This design comes from an exercise in tuning for small area, a short achievable clock period and few clock cycles on the open sky130 flow, not from production work. In this exercise RTL edits were held to simulation tests only and were not proved equivalent to the original. Power figures rest on the tool's default switching activity, not on a simulated workload.

Design mp_seq_core, start of the top module:
module mp_seq_core (
  input  wire logic          clk,
  input  wire logic          rst,
  input  wire logic          bus_sel,
  input  wire logic          bus_wr,
  input  wire logic [15:0]   bus_addr,
  input  wire logic [31:0]   bus_din,
  output logic [31:0]        bus_dout,
  output logic               o_interrupt_out
);
For scale: roughly 6,000 cells after synthesis, ~1,300 flip-flops.
==> flow/config.mk <==
export PLATFORM = sky130hd
export DESIGN_NAME = mp_seq_core
export DESIGN_NICKNAME = mp_seq_core
export VERILOG_FILES = /design/flow/design.v
export SDC_FILE = /design/flow/constraint.sdc
export NUM_CORES = 4
export LEC_CHECK = 0
export CAP_MARGIN = 5
export CORE_MARGIN = 2
export CORE_UTILIZATION = 30
export GPL_ROUTABILITY_DRIVEN = 1
export GPL_TIMING_DRIVEN = 1
export PLACE_DENSITY = 0.42
export SETUP_SLACK_MARGIN = 5.0
export SLEW_MARGIN = 5
==> flow/constraint.sdc <==
create_clock -name core_clock -period 9.0 [get_ports {clk}]
set_input_delay 1.8000 -clock core_clock [delete_from_list [all_inputs] [get_ports {clk}]]
set_output_delay 1.8000 -clock core_clock [all_outputs]
set_load 0.01 [all_outputs]
run.sh (not shown) runs the stock make flow with config.mk's settings and CLKGATE_MAP_FILE= SYNTH_SCRIPT=/design/flow/synth_recipe.tcl, a recipe that flattens the netlist after the stock synthesis.
Testbench counts at the start, summed over its fixed seeds: cycles 25,985.
Rerun with:
--- a/flow/design.v
+++ b/flow/design.v
@@ -29,22 +29,23 @@
   logic        r_n;
   logic        r_z;
   logic [3:0]  r_fidx;         
   logic        r_fstop;        
   logic        r_rv;           
   logic [15:0] r_ir;           
   logic        r_e_alu;        
   logic        r_e_mul;        
   logic        r_e_add;        
   logic        r_e_sub, r_e_and, r_e_or, r_e_xor;
   logic        r_wr_now;       
+  logic [15:0] r_we1h;         
   logic [3:0]  r_edst;
   logic [31:0] r_oa;
   logic [31:0] r_ob;           
   logic [1:0]  r_mph;          
   logic [31:0] r_acc_s;
   logic [31:0] r_acc_c;
   logic [10:0] r_low_s;        
   logic [10:0] r_low_c;
   logic        r_acc_ci;
   logic [21:0] r_plo;          
   logic w_bus_wr, w_bus_rd;
@@ -167,23 +168,23 @@
   assign w_low = {1'b0, r_low_s} + {1'b0, r_low_c} + {11'd0, r_acc_ci};
   assign w_fin = {r_acc_s, r_low_s} + {r_acc_c, r_low_c} + {42'd0, r_acc_ci};
   assign w_lo  = {w_fin[9:0], r_plo};
   assign w_hi  = w_fin[41:10];
   logic        w_e_we;
   logic [15:0] w_core_we;
   logic [31:0] w_lo_hi_e, w_lo_hi_o;
   logic [15:0] w_inst_we, w_data_we;
   logic [31:0] w_wdata_e, w_wdata_o;
   always_comb begin
     for (int i = 0; i < 16; i++) begin
-      w_core_we[i] = r_wr_now && ((r_edst == 4'(i)) || (r_e_mul && (r_edst + 4'd1 == 4'(i))));
+      w_core_we[i] = r_wr_now && r_we1h[i];
       w_inst_we[i] = w_bus_wr && !r_busy && w_inst_hit && (bus_addr[3:0] == 4'(i));
       w_data_we[i] = r_busy ? w_core_we[i]
                             : (w_bus_wr && w_data_hit && (bus_addr[3:0] == 4'(i)));
     end
   end
   assign w_lo_hi_e = r_edst[0] ? w_hi : w_lo;
   assign w_lo_hi_o = r_edst[0] ? w_lo : w_hi;
   logic [31:0] w_wb_term, w_oth_e, w_oth_o;
   assign w_wb_term = r_busy ? 32'd0 : bus_din;
   assign w_oth_e   = w_wb_term | ({32{w_mul_wr}} & w_lo_hi_e) | w_alu_misc;
   assign w_oth_o   = w_wb_term | ({32{w_mul_wr}} & w_lo_hi_o) | w_alu_misc;
@@ -338,22 +339,25 @@
     if (w_mul_acc) begin
         r_acc_s  <= e0s[42:11];
         r_acc_c  <= e0c[42:11];
         r_acc_ci <= (r_mph == 2'd0) ? 1'b0 : w_low[11];
     end else begin
       r_acc_s  <= '0;
       r_acc_c  <= '0;
       r_acc_ci <= 1'b0;
     end
     if (w_r_move) begin
       r_edst  <= r_ir[11:8];
+      for (int i = 0; i < 16; i++) begin
+        r_we1h[i] <= (w_rdst == 4'(i)) || ((w_rop == c_op_mul) && (w_rdst + 4'd1 == 4'(i)));
+      end
       r_oa   <= w_s1;
       r_ob   <= (w_rop == c_op_sub) ? ~w_s2 : w_s2;
     end else if (w_mul_acc) begin
       r_ob   <= {11'd0, r_ob[31:11]};
     end
     r_low_s <= e0s[10:0];
     r_low_c <= e0c[10:0];
     r_plo   <= {w_low[10:0], r_plo[21:11]};
     for (int i = 0; i < 16; i++) begin
       if (w_inst_we[i]) begin
         r_inst[i] <= bus_din;
After rerunning: The new run finished with timing, DRC and antenna clean; power climbs by a few percent; via count drops slightly; worst hold slack hardly moves; count of clock-buffer cells in the layout drops by 8; first-iteration DRC count is about the same; non-clock buffer count drops by 58.
Testbench counts after the change, summed over its fixed seeds: cycles 25,985.

## afterwards: timing with drivers on the ports
The flow's constraints put no driver on any port. The routed layouts listed below were extracted and timed again, unchanged, in two steps.
Step 1 sets driving cells, clkbuf_16 on the clock port and buf_2 on the other inputs (assumed; they add their load-dependent delay and slew).
Step 2 moves the port delays by t, midway between the first and last clock arrival at a register: inputs arrive t later, outputs are due t later. That takes back most of the time a late clock gives input paths.
Slacks: no drivers / after step 1 / after step 2; pairs: no drivers / after step 1.
| run | t (ns) | setup WS [ns] | hold slack, ns | slew at the worst register clock pin (ns) |
|---|---|---|---|---|
| the first run | 0.902 | 4.881 / 4.919 / 4.042 | 0.383 / 0.383 / 0.383 | 0.06 / 0.06 |
| the second run | 0.917 | 4.884 / 4.947 / 4.030 | 0.386 / 0.386 / 0.386 | 0.07 / 0.07 |
After both steps every run listed still meets setup and hold. For the second run, which loses most, drivers alone change the setup slack by +0.063 ns; drivers and shift together by -0.854 ns.
